What follows belongs to an exercise in optimizing a design on an open flow for small area, a short achievable clock period and few clock cycles; a production flow would make more cautious choices.
At most, simulation tests tie the RTL to the original design; equivalence was not proved.
No activity file was given, so power comes from the tool's default toggle rates.

==> inputs of branch lagoon <==
## source_text_tokenizer_top
module source_text_tokenizer_top (
  input  logic        clk_i,
  input  logic        rst_ni,
  input  logic        in_valid,
  output logic        in_ready,
  input  logic [7:0]  in_text_byte,
  input  logic        in_end_of_text,
  output logic        out_valid,
  input  logic        out_ready,
  output logic [5:0]  out_kind,
  output logic [23:0] out_start_offset,
  output logic [15:0] out_token_length,
  output logic [15:0] out_token_line,
  output logic [15:0] out_token_col,
  output logic [7:0]  out_string_byte,
  output logic        out_last
);
  logic       hv_q, sv_q;
  logic [7:0] hb_q, sb_q;
  logic       he_q, se_q;
  logic       take, go, done;
  assign in_ready = !sv_q;
  assign take = in_valid && !sv_q;
  assign go = hv_q && (!out_valid || out_ready);
  stt_core u_core (
    .clk_i, .rst_ni, .go_i(go), .out_ready_i(out_ready),
    .text_byte_i(hb_q), .end_of_text_i(he_q), .done_o(done),
    .out_valid_o(out_valid), .out_kind_o(out_kind), .out_off_o(out_start_offset),
    .out_len_o(out_token_length), .out_line_o(out_token_line), .out_col_o(out_token_col),
    .out_sb_o(out_string_byte), .out_last_o(out_last)
  );
  always_ff @(posedge clk_i or negedge rst_ni) begin
    if (!rst_ni) begin
  ...
clock: 9.0 ns
lec_check: 0
cap_margin: 20
core_margin: 2
core_utilization: 60
place_density: 0.7
setup_slack_margin: 5
slew_margin: 20
run.sh (not shown) runs the stock make flow with config.mk's settings and CLKGATE_MAP_FILE= SYNTH_SCRIPT=/design/flow/synth_recipe.tcl, a recipe that flattens the netlist after the stock synthesis.
==> branch juniper (differences from branch lagoon) <==
--- a/flow/design.v
+++ b/flow/design.v
@@ -139,20 +139,24 @@
   output logic [7:0]  out_sb_o,
   output logic        out_last_o
 );
   localparam logic [1:0] LRun = 2'd3;
   logic [2:0]  mode_q, mode_d;
   logic [2:0]  pend_q, pend_d;
   logic        halt_q, halt_d;
-  logic [23:0] off_q;
+  logic [23:0] off_q;                
   logic [15:0] line_q, col_q;
+  logic        adv_q;                
+  logic        lastlf_q;             
+  logic [23:0] cur_off;              
+  logic [15:0] cur_line, cur_col;
   logic [23:0] p_off_q;              
   logic [15:0] p_line_q, p_col_q;
   logic [15:0] len_q, len_d;
-  logic        opsat_off_q, opsat_col_q;    
+  logic        ppend_q;                     
   logic [stt_pkg::NumKw-1:0] kwm_q, kwm_d;
   logic        ov_q;
   logic [5:0]  kind_q;
   logic [7:0]  sb_q;
   logic        last_q;
   logic [1:0]  lsel_q;
   logic [7:0]  c;
@@ -199,14 +203,18 @@
       "+":     single_kind = stt_pkg::KPlus;
       "-":     single_kind = stt_pkg::KMinus;
       "*":     single_kind = stt_pkg::KStar;
       default: begin single_kind = stt_pkg::KBadChar; is_single = 1'b0; end
     endcase
   end
   assign len_inc = (len_q != stt_pkg::LenMax) ? len_q + 16'd1 : len_q;
+  assign cur_off  = (adv_q && off_q != stt_pkg::OffMax) ? off_q + 24'd1 : off_q;
+  assign cur_line = (adv_q && lastlf_q && line_q != stt_pkg::PosMax) ? line_q + 16'd1 : line_q;
+  assign cur_col  = (adv_q && lastlf_q) ? 16'd1 :
+                    (adv_q && col_q != stt_pkg::PosMax) ? col_q + 16'd1 : col_q;
   stt_kw_match u_kw (
     .c_i(c), .len_i(len_q), .open_i(kw_open), .mask_i(kwm_q), .mask_o(kwm_d), .kind_o(kw_kind)
   );
   always_comb begin
     fall_res = 1'b1;
     fall_kind = single_kind;
     fall_len = 2'd1;
@@ -310,15 +318,15 @@
           end
           default: begin
             fall = 1'b1;
           end
         endcase
       end
     endcase
-    if (fall && close_res && (fall_res || (!eot && is_open))) begin
+    if (fall && close_res && (fall_res || (!eot && is_open && close_len == LRun))) begin
       split = 1'b1; more = fall_res;
       mode_d = stt_pkg::MIdle; pend_d = stt_pkg::PNone;
     end
     if (fall && !split) begin
       if (eot) begin
         mode_d = stt_pkg::MEnded;
       end else if (is_open) begin
@@ -337,52 +345,41 @@
       close_res = 1'b0; fall = 1'b0; split = 1'b0; open_run = 1'b0; hold_op = 1'b0;
     end
   end
   assign done_o = !split;
   assign emit = close_res || (fall && fall_res);
   assign advance = done_o && !eot && !halt_d && mode_q != stt_pkg::MEnded;
   logic [1:0]  pos_sel;
-  logic [23:0] op_off;
-  logic [15:0] op_col;
-  assign op_off = opsat_off_q ? off_q : off_q - 24'd1;
-  assign op_col = opsat_col_q ? col_q : col_q - 16'd1;
   assign pos_sel = close_res ? close_pos : stt_pkg::PosCur;
   always_ff @(posedge clk_i or negedge rst_ni) begin
     if (!rst_ni) begin
       mode_q <= stt_pkg::MIdle; pend_q <= stt_pkg::PNone; halt_q <= 1'b0;
-      off_q <= '0; line_q <= 16'd1; col_q <= 16'd1;
-      ov_q <= 1'b0;
+      off_q <= '0; line_q <= 16'd1; col_q <= 16'd1; adv_q <= 1'b0;
+      ov_q <= 1'b0; ppend_q <= 1'b0;
     end else begin
+      if (go_i) ppend_q <= open_run && emit;
       if (go_i) begin
         mode_q <= mode_d; pend_q <= pend_d; halt_q <= halt_d;
         if (advance) begin
-          if (off_q != stt_pkg::OffMax) off_q <= off_q + 24'd1;
-          if (is_lf) begin
-            if (line_q != stt_pkg::PosMax) line_q <= line_q + 16'd1;
-            col_q <= 16'd1;
-          end else if (col_q != stt_pkg::PosMax) begin
-            col_q <= col_q + 16'd1;
-          end
+          off_q <= cur_off; line_q <= cur_line; col_q <= cur_col; adv_q <= 1'b1;
         end
       end
       if (go_i) ov_q <= emit;
       else if (out_ready_i) ov_q <= 1'b0;
     end
   end
   always_ff @(posedge clk_i) begin
     if (go_i) begin
       len_q <= len_d;
       kwm_q <= kwm_d;
-      if (hold_op) begin
-        opsat_off_q <= off_q == stt_pkg::OffMax; opsat_col_q <= col_q == stt_pkg::PosMax;
-      end
-      if (open_run || (emit && pos_sel == stt_pkg::PosCur)) begin
+      if (advance) lastlf_q <= is_lf;
+      if (emit && pos_sel == stt_pkg::PosCur || open_run && !emit) begin
+        p_off_q <= cur_off; p_line_q <= cur_line; p_col_q <= cur_col;
+      end else if (emit && pos_sel == stt_pkg::PosOp || ppend_q) begin
         p_off_q <= off_q; p_line_q <= line_q; p_col_q <= col_q;
-      end else if (emit && pos_sel == stt_pkg::PosOp) begin
-        p_off_q <= op_off; p_line_q <= line_q; p_col_q <= op_col;
       end
       if (emit) begin
         kind_q <= close_res ? close_kind : fall_kind;
         lsel_q <= close_res ? close_len : fall_len;
         sb_q <= sb;
         last_q <= !more;
       end
==> flow/flow/run.sh (new file) <==
#!/bin/bash
# The standard layout, with the port buffers made from the smallest buffer cell
set -euo pipefail
export BUFFER_PORTS_ARGS="-buffer_cell sky130_fd_sc_hd__buf_1"
bash standard.sh > standard_flow.log 2>&1
==> flow/standard.sh (new file) <==
#!/bin/bash
# synth_recipe.tcl (not shown) runs the flow's synth.tcl, then flattens the netlist and writes it again
# the make line also repeats each setting of config.mk as NAME=value (left out here)
make -C /OpenROAD-flow-scripts/flow DESIGN_CONFIG=/design/flow/config.mk WORK_HOME=/design/flow/orfs CLKGATE_MAP_FILE= SYNTH_SCRIPT=/design/flow/synth_recipe.tcl "${@:-finish}"
==> flow/config.mk (replaced) <==
export PLATFORM = sky130hd
export DESIGN_NAME = source_text_tokenizer_top
export DESIGN_NICKNAME = source_text_tokenizer_top
export VERILOG_FILES = /design/flow/design.v
export SDC_FILE = /design/flow/constraint.sdc
export NUM_CORES = 4
export LEC_CHECK = 0
export CAP_MARGIN = 20
export CORE_MARGIN = 2
export CORE_UTILIZATION = 30
export PLACE_DENSITY = 0.45
export SETUP_SLACK_MARGIN = 5
export SLEW_MARGIN = 20
removed: flow/run.sh
==> branch onyx (differences from branch lagoon) <==
--- a/flow/design.v
+++ b/flow/design.v
@@ -83,14 +83,45 @@
       3, 5, 11, 12:           l = 4;
       13, 18:                 l = 6;
       19:                     l = 8;
       default:                l = 0;
     endcase
     kw_len = l;
   endfunction
+  typedef struct packed {
+    logic eot;       
+    logic alpha;     
+    logic digit;     
+    logic blank;     
+    logic lf;
+    logic quote;
+    logic bslash;
+    logic dot;
+    logic eq;
+    logic slash;
+    logic hold;      
+    logic single;    
+  } cls_t;
+  function automatic cls_t classify(input logic [7:0] c, input logic end_of_text);
+    cls_t k;
+    k.eot    = end_of_text || c == 8'd0;
+    k.alpha  = (c >= "a" && c <= "z") || (c >= "A" && c <= "Z") || c == "_";
+    k.digit  = c >= "0" && c <= "9";
+    k.lf     = c == 8'h0A;
+    k.blank  = c == " " || c == 8'h09 || c == 8'h0D || c == 8'h0A;
+    k.quote  = c == "\"";
+    k.bslash = c == "\\";
+    k.dot    = c == ".";
+    k.eq     = c == "=";
+    k.slash  = c == "/";
+    k.hold   = c == "/" || c == "=" || c == "!" || c == "<" || c == ">";
+    k.single = c == "(" || c == ")" || c == "{" || c == "}" || c == ";" || c == "," ||
+               c == "." || c == "+" || c == "-" || c == "*";
+    classify = k;
+  endfunction
 endpackage
 module stt_kw_match (
   input  logic [7:0]  c_i,        
   input  logic [15:0] len_i,      
   input  logic        open_i,     
   input  logic [stt_pkg::NumKw-1:0] mask_i,
   output logic [stt_pkg::NumKw-1:0] mask_o,
@@ -124,35 +155,39 @@
 endmodule
 module stt_core (
   input  logic        clk_i,
   input  logic        rst_ni,
   input  logic        go_i,
   input  logic        out_ready_i,
   input  logic [7:0]  text_byte_i,
-  input  logic        end_of_text_i,
+  input  stt_pkg::cls_t cls_i,        
   output logic        done_o,      
   output logic        out_valid_o,
   output logic [5:0]  out_kind_o,
   output logic [23:0] out_off_o,
   output logic [15:0] out_len_o,
   output logic [15:0] out_line_o,
   output logic [15:0] out_col_o,
   output logic [7:0]  out_sb_o,
   output logic        out_last_o
 );
   localparam logic [1:0] LRun = 2'd3;
   logic [2:0]  mode_q, mode_d;
   logic [2:0]  pend_q, pend_d;
   logic        halt_q, halt_d;
-  logic [23:0] off_q;
+  logic [23:0] off_q;                
   logic [15:0] line_q, col_q;
+  logic        adv_q;                
+  logic        lastlf_q;             
+  logic [23:0] cur_off;              
+  logic [15:0] cur_line, cur_col;
   logic [23:0] p_off_q;              
   logic [15:0] p_line_q, p_col_q;
   logic [15:0] len_q, len_d;
-  logic        opsat_off_q, opsat_col_q;    
+  logic        ppend_q;                     
   logic [stt_pkg::NumKw-1:0] kwm_q, kwm_d;
   logic        ov_q;
   logic [5:0]  kind_q;
   logic [7:0]  sb_q;
   logic        last_q;
   logic [1:0]  lsel_q;
   logic [7:0]  c;
@@ -166,47 +201,51 @@
   logic        kw_open;
   logic        close_res, fall, fall_res, split;
   logic [5:0]  close_kind, fall_kind;
   logic [1:0]  close_pos;
   logic [1:0]  close_len, fall_len;
   logic [7:0]  sb;
   logic        open_run, hold_op, advance, emit, more;
-  assign eot = end_of_text_i || (text_byte_i == 8'd0);
+  assign eot = cls_i.eot;
   assign c = text_byte_i;
-  assign is_alpha  = (c >= "a" && c <= "z") || (c >= "A" && c <= "Z") || c == "_";
-  assign is_digit  = c >= "0" && c <= "9";
-  assign is_lf     = c == 8'h0A;
-  assign is_blank  = c == " " || c == 8'h09 || c == 8'h0D || is_lf;
-  assign is_quote  = c == "\"";
-  assign is_bslash = c == "\\";
-  assign is_dot    = c == ".";
-  assign is_eq     = c == "=";
-  assign is_slash  = c == "/";
+  assign is_alpha  = cls_i.alpha;
+  assign is_digit  = cls_i.digit;
+  assign is_lf     = cls_i.lf;
+  assign is_blank  = cls_i.blank;
+  assign is_quote  = cls_i.quote;
+  assign is_bslash = cls_i.bslash;
+  assign is_dot    = cls_i.dot;
+  assign is_eq     = cls_i.eq;
+  assign is_slash  = cls_i.slash;
   assign is_bang   = c == "!";
   assign is_lt     = c == "<";
   assign is_gt     = c == ">";
-  assign is_hold   = is_slash || is_eq || is_bang || is_lt || is_gt;
+  assign is_hold   = cls_i.hold;
   assign is_open   = is_alpha || is_digit || is_quote;
+  assign is_single = cls_i.single;
   always_comb begin
-    is_single = 1'b1;
     case (c)
       "(":     single_kind = stt_pkg::KLParen;
       ")":     single_kind = stt_pkg::KRParen;
       "{":     single_kind = stt_pkg::KLBrace;
       "}":     single_kind = stt_pkg::KRBrace;
       ";":     single_kind = stt_pkg::KSemi;
       ",":     single_kind = stt_pkg::KComma;
       ".":     single_kind = stt_pkg::KDot;
       "+":     single_kind = stt_pkg::KPlus;
       "-":     single_kind = stt_pkg::KMinus;
       "*":     single_kind = stt_pkg::KStar;
-      default: begin single_kind = stt_pkg::KBadChar; is_single = 1'b0; end
+      default: single_kind = stt_pkg::KBadChar;
     endcase
   end
   assign len_inc = (len_q != stt_pkg::LenMax) ? len_q + 16'd1 : len_q;
+  assign cur_off  = (adv_q && off_q != stt_pkg::OffMax) ? off_q + 24'd1 : off_q;
+  assign cur_line = (adv_q && lastlf_q && line_q != stt_pkg::PosMax) ? line_q + 16'd1 : line_q;
+  assign cur_col  = (adv_q && lastlf_q) ? 16'd1 :
+                    (adv_q && col_q != stt_pkg::PosMax) ? col_q + 16'd1 : col_q;
   stt_kw_match u_kw (
     .c_i(c), .len_i(len_q), .open_i(kw_open), .mask_i(kwm_q), .mask_o(kwm_d), .kind_o(kw_kind)
   );
   always_comb begin
     fall_res = 1'b1;
     fall_kind = single_kind;
     fall_len = 2'd1;
@@ -310,15 +349,15 @@
           end
           default: begin
             fall = 1'b1;
           end
         endcase
       end
     endcase
-    if (fall && close_res && (fall_res || (!eot && is_open))) begin
+    if (fall && close_res && (fall_res || (!eot && is_open && close_len == LRun))) begin
       split = 1'b1; more = fall_res;
       mode_d = stt_pkg::MIdle; pend_d = stt_pkg::PNone;
     end
     if (fall && !split) begin
       if (eot) begin
         mode_d = stt_pkg::MEnded;
       end else if (is_open) begin
@@ -337,52 +376,41 @@
       close_res = 1'b0; fall = 1'b0; split = 1'b0; open_run = 1'b0; hold_op = 1'b0;
     end
   end
   assign done_o = !split;
   assign emit = close_res || (fall && fall_res);
   assign advance = done_o && !eot && !halt_d && mode_q != stt_pkg::MEnded;
   logic [1:0]  pos_sel;
-  logic [23:0] op_off;
-  logic [15:0] op_col;
-  assign op_off = opsat_off_q ? off_q : off_q - 24'd1;
-  assign op_col = opsat_col_q ? col_q : col_q - 16'd1;
   assign pos_sel = close_res ? close_pos : stt_pkg::PosCur;
   always_ff @(posedge clk_i or negedge rst_ni) begin
     if (!rst_ni) begin
       mode_q <= stt_pkg::MIdle; pend_q <= stt_pkg::PNone; halt_q <= 1'b0;
-      off_q <= '0; line_q <= 16'd1; col_q <= 16'd1;
-      ov_q <= 1'b0;
+      off_q <= '0; line_q <= 16'd1; col_q <= 16'd1; adv_q <= 1'b0;
+      ov_q <= 1'b0; ppend_q <= 1'b0;
     end else begin
+      if (go_i) ppend_q <= open_run && emit;
       if (go_i) begin
         mode_q <= mode_d; pend_q <= pend_d; halt_q <= halt_d;
         if (advance) begin
-          if (off_q != stt_pkg::OffMax) off_q <= off_q + 24'd1;
-          if (is_lf) begin
-            if (line_q != stt_pkg::PosMax) line_q <= line_q + 16'd1;
-            col_q <= 16'd1;
-          end else if (col_q != stt_pkg::PosMax) begin
-            col_q <= col_q + 16'd1;
-          end
+          off_q <= cur_off; line_q <= cur_line; col_q <= cur_col; adv_q <= 1'b1;
         end
       end
       if (go_i) ov_q <= emit;
       else if (out_ready_i) ov_q <= 1'b0;
     end
   end
   always_ff @(posedge clk_i) begin
     if (go_i) begin
       len_q <= len_d;
       kwm_q <= kwm_d;
-      if (hold_op) begin
-        opsat_off_q <= off_q == stt_pkg::OffMax; opsat_col_q <= col_q == stt_pkg::PosMax;
-      end
-      if (open_run || (emit && pos_sel == stt_pkg::PosCur)) begin
+      if (advance) lastlf_q <= is_lf;
+      if (emit && pos_sel == stt_pkg::PosCur || open_run && !emit) begin
+        p_off_q <= cur_off; p_line_q <= cur_line; p_col_q <= cur_col;
+      end else if (emit && pos_sel == stt_pkg::PosOp || ppend_q) begin
         p_off_q <= off_q; p_line_q <= line_q; p_col_q <= col_q;
-      end else if (emit && pos_sel == stt_pkg::PosOp) begin
-        p_off_q <= op_off; p_line_q <= line_q; p_col_q <= op_col;
       end
       if (emit) begin
         kind_q <= close_res ? close_kind : fall_kind;
         lsel_q <= close_res ? close_len : fall_len;
         sb_q <= sb;
         last_q <= !more;
       end
@@ -412,22 +440,27 @@
   output logic [15:0] out_token_line,
   output logic [15:0] out_token_col,
   output logic [7:0]  out_string_byte,
   output logic        out_last
 );
   logic       hv_q, sv_q;
   logic [7:0] hb_q, sb_q;
-  logic       he_q, se_q;
+  logic       se_q;
+  stt_pkg::cls_t hc_q;
   logic       take, go, done;
+  logic [7:0] nb;
+  logic       ne;
+  assign nb = sv_q ? sb_q : in_text_byte;
+  assign ne = sv_q ? se_q : in_end_of_text;
   assign in_ready = !sv_q;
   assign take = in_valid && !sv_q;
   assign go = hv_q && (!out_valid || out_ready);
   stt_core u_core (
     .clk_i, .rst_ni, .go_i(go), .out_ready_i(out_ready),
-    .text_byte_i(hb_q), .end_of_text_i(he_q), .done_o(done),
+    .text_byte_i(hb_q), .cls_i(hc_q), .done_o(done),
     .out_valid_o(out_valid), .out_kind_o(out_kind), .out_off_o(out_start_offset),
     .out_len_o(out_token_length), .out_line_o(out_token_line), .out_col_o(out_token_col),
     .out_sb_o(out_string_byte), .out_last_o(out_last)
   );
   always_ff @(posedge clk_i or negedge rst_ni) begin
     if (!rst_ni) begin
       hv_q <= 1'b0; sv_q <= 1'b0;
@@ -438,18 +471,16 @@
       end else begin
         sv_q <= sv_q || take;
       end
     end
   end
   always_ff @(posedge clk_i) begin
     if (!hv_q || (go && done)) begin
-      if (sv_q) begin
-        hb_q <= sb_q; he_q <= se_q;
-      end else if (take) begin
-        hb_q <= in_text_byte; he_q <= in_end_of_text;
+      if (sv_q || take) begin
+        hb_q <= nb; hc_q <= stt_pkg::classify(nb, ne);
       end
     end
     if (take) begin
       sb_q <= in_text_byte; se_q <= in_end_of_text;
     end
   end
 endmodule
==> flow/flow/run.sh (new file) <==
#!/bin/bash
set -euo pipefail
export BUFFER_PORTS_ARGS="-buffer_cell sky130_fd_sc_hd__buf_1"
export CTS_ARGS="-sink_clustering_enable -repair_clock_nets -dont_use_dummy_load -buf_list sky130_fd_sc_hd__clkbuf_8 -sink_buffer_max_cap_derate 0.6"
export SETUP_SLACK_MARGIN=5.5
bash standard.sh > standard_flow.log 2>&1
==> flow/standard.sh (new file) <==
#!/bin/bash
# synth_recipe.tcl (not shown) runs the flow's synth.tcl, then flattens the netlist and writes it again
# the make line also repeats each setting of config.mk as NAME=value (left out here)
make -C /OpenROAD-flow-scripts/flow DESIGN_CONFIG=/design/flow/config.mk WORK_HOME=/design/flow/orfs CLKGATE_MAP_FILE= SYNTH_SCRIPT=/design/flow/synth_recipe.tcl "${@:-finish}"
--- a/flow/config.mk
+++ b/flow/config.mk
@@ -5,9 +5,8 @@
 export SDC_FILE = /design/flow/constraint.sdc
 export NUM_CORES = 4
 export LEC_CHECK = 0
 export CAP_MARGIN = 20
 export CORE_MARGIN = 2
 export CORE_UTILIZATION = 60
 export PLACE_DENSITY = 0.7
-export SETUP_SLACK_MARGIN = 5
 export SLEW_MARGIN = 20
removed: flow/run.sh
==> qor summary <==
metric	branch onyx	branch juniper	branch lagoon
Multi-input gate share of total cell area	0.466	0.451	0.447
CTS H-Tree Depth	2	4	4
Sequential logic power	1040 uW	969 uW	1040 uW
RePlAce Congestion	0.959	0.903	0.989
Async S/R FF share, synth	0.329	0.347	0.338
Grt met3 use	0.0537	0.0333	0.0578
Total wirelength of the detailed-routed design	33.4 mm	37.1 mm	32.9 mm
Cell with the most instances after synthesis	edfxtp_1	nor2_1	edfxtp_1
Xor and xnor fraction of the mapped netlist area	0.0610	0.0632	0.0652
Commonest non-fill, non-tap cell in the layout	edfxtp_1	nor2_1	edfxtp_1
Count of unique library cells instantiated by Yosys	95	90	84
Total Die Area	22500 um^2	41800 um^2	21500 um^2
Status	no timing/DRC/antenna violations	no timing/DRC/antenna violations	no timing/DRC/antenna violations
Worst hold path depth	1	2	0
Timing startpoint of the critical path	out_ready	hb_q[1]	hb_q[6]
Number of nets in the synthesized netlist	1377	1322	1347
Number of non-clock inverters	38	25	33
Pre-CTS worst setup slack	4.56 ns	3.73 ns	3.74 ns
Share of cell area taken by flip-flops and latches	0.426	0.405	0.394
Area post-placement	13100 um^2	12900 um^2	13200 um^2
Number of standard cells in the layout, taps in and fillers out	1684	1898	1645
Number of clock buffer instances in the layout	36	17	17
Seq pwr share	0.560	0.517	0.491
Register clock-pin slew on the reported worst setup and hold paths	0.05 ns	0.08 ns	0.08 ns
Internal reg-to-reg setup slack	5.66 ns	5.17 ns	5.15 ns
Detailed-router iteration count before antenna repair	5	5	6
Testbench counts of branch lagoon, summed over its fixed seeds: cycles 24,452.
Testbench counts of branch juniper, summed over its fixed seeds: cycles 24,327.
Only the layout flow was run in branch onyx; the RTL was not checked for function there.

what the ideal ports hide:
The flow's constraints put no driver on any port. The routed layouts listed below were extracted and timed again, unchanged, in two steps.
Step 1, drivers: a clkbuf_16 drives clk_i and a buf_2 each remaining input, both assumed.
Step 2 adds t to the input delays and takes it off the output delays; t is the mean of the earliest and latest rising clock arrival at the registers after step 1. Input paths then give back, and output paths get back, about the clock's delay inside the block.
a / b / c = ideal / step 1 / step 2; a / b = the first two.
run | t, ns | setup WS [ns] | hold WS [ns] | latest minus earliest clock arrival (ns) | cell pins on the clock port's net
branch lagoon | 0.480 | 5.150 / 5.133 / 4.711 | 0.456 / 0.456 / 0.456 | 0.013 / 0.013 | 1
branch juniper | 0.514 | 5.166 / 5.166 / 4.728 | 0.484 / 0.484 / 0.484 | 0.025 / 0.025 | 1
branch onyx | 0.549 | 5.527 / 5.545 / 4.996 | 0.510 / 0.510 / 0.510 | 0.051 / 0.052 | 1
After both steps setup and hold are still met in every run listed. The setup slack of branch onyx, which loses most, moves by +0.018 ns with the drivers and by -0.531 ns with both steps.
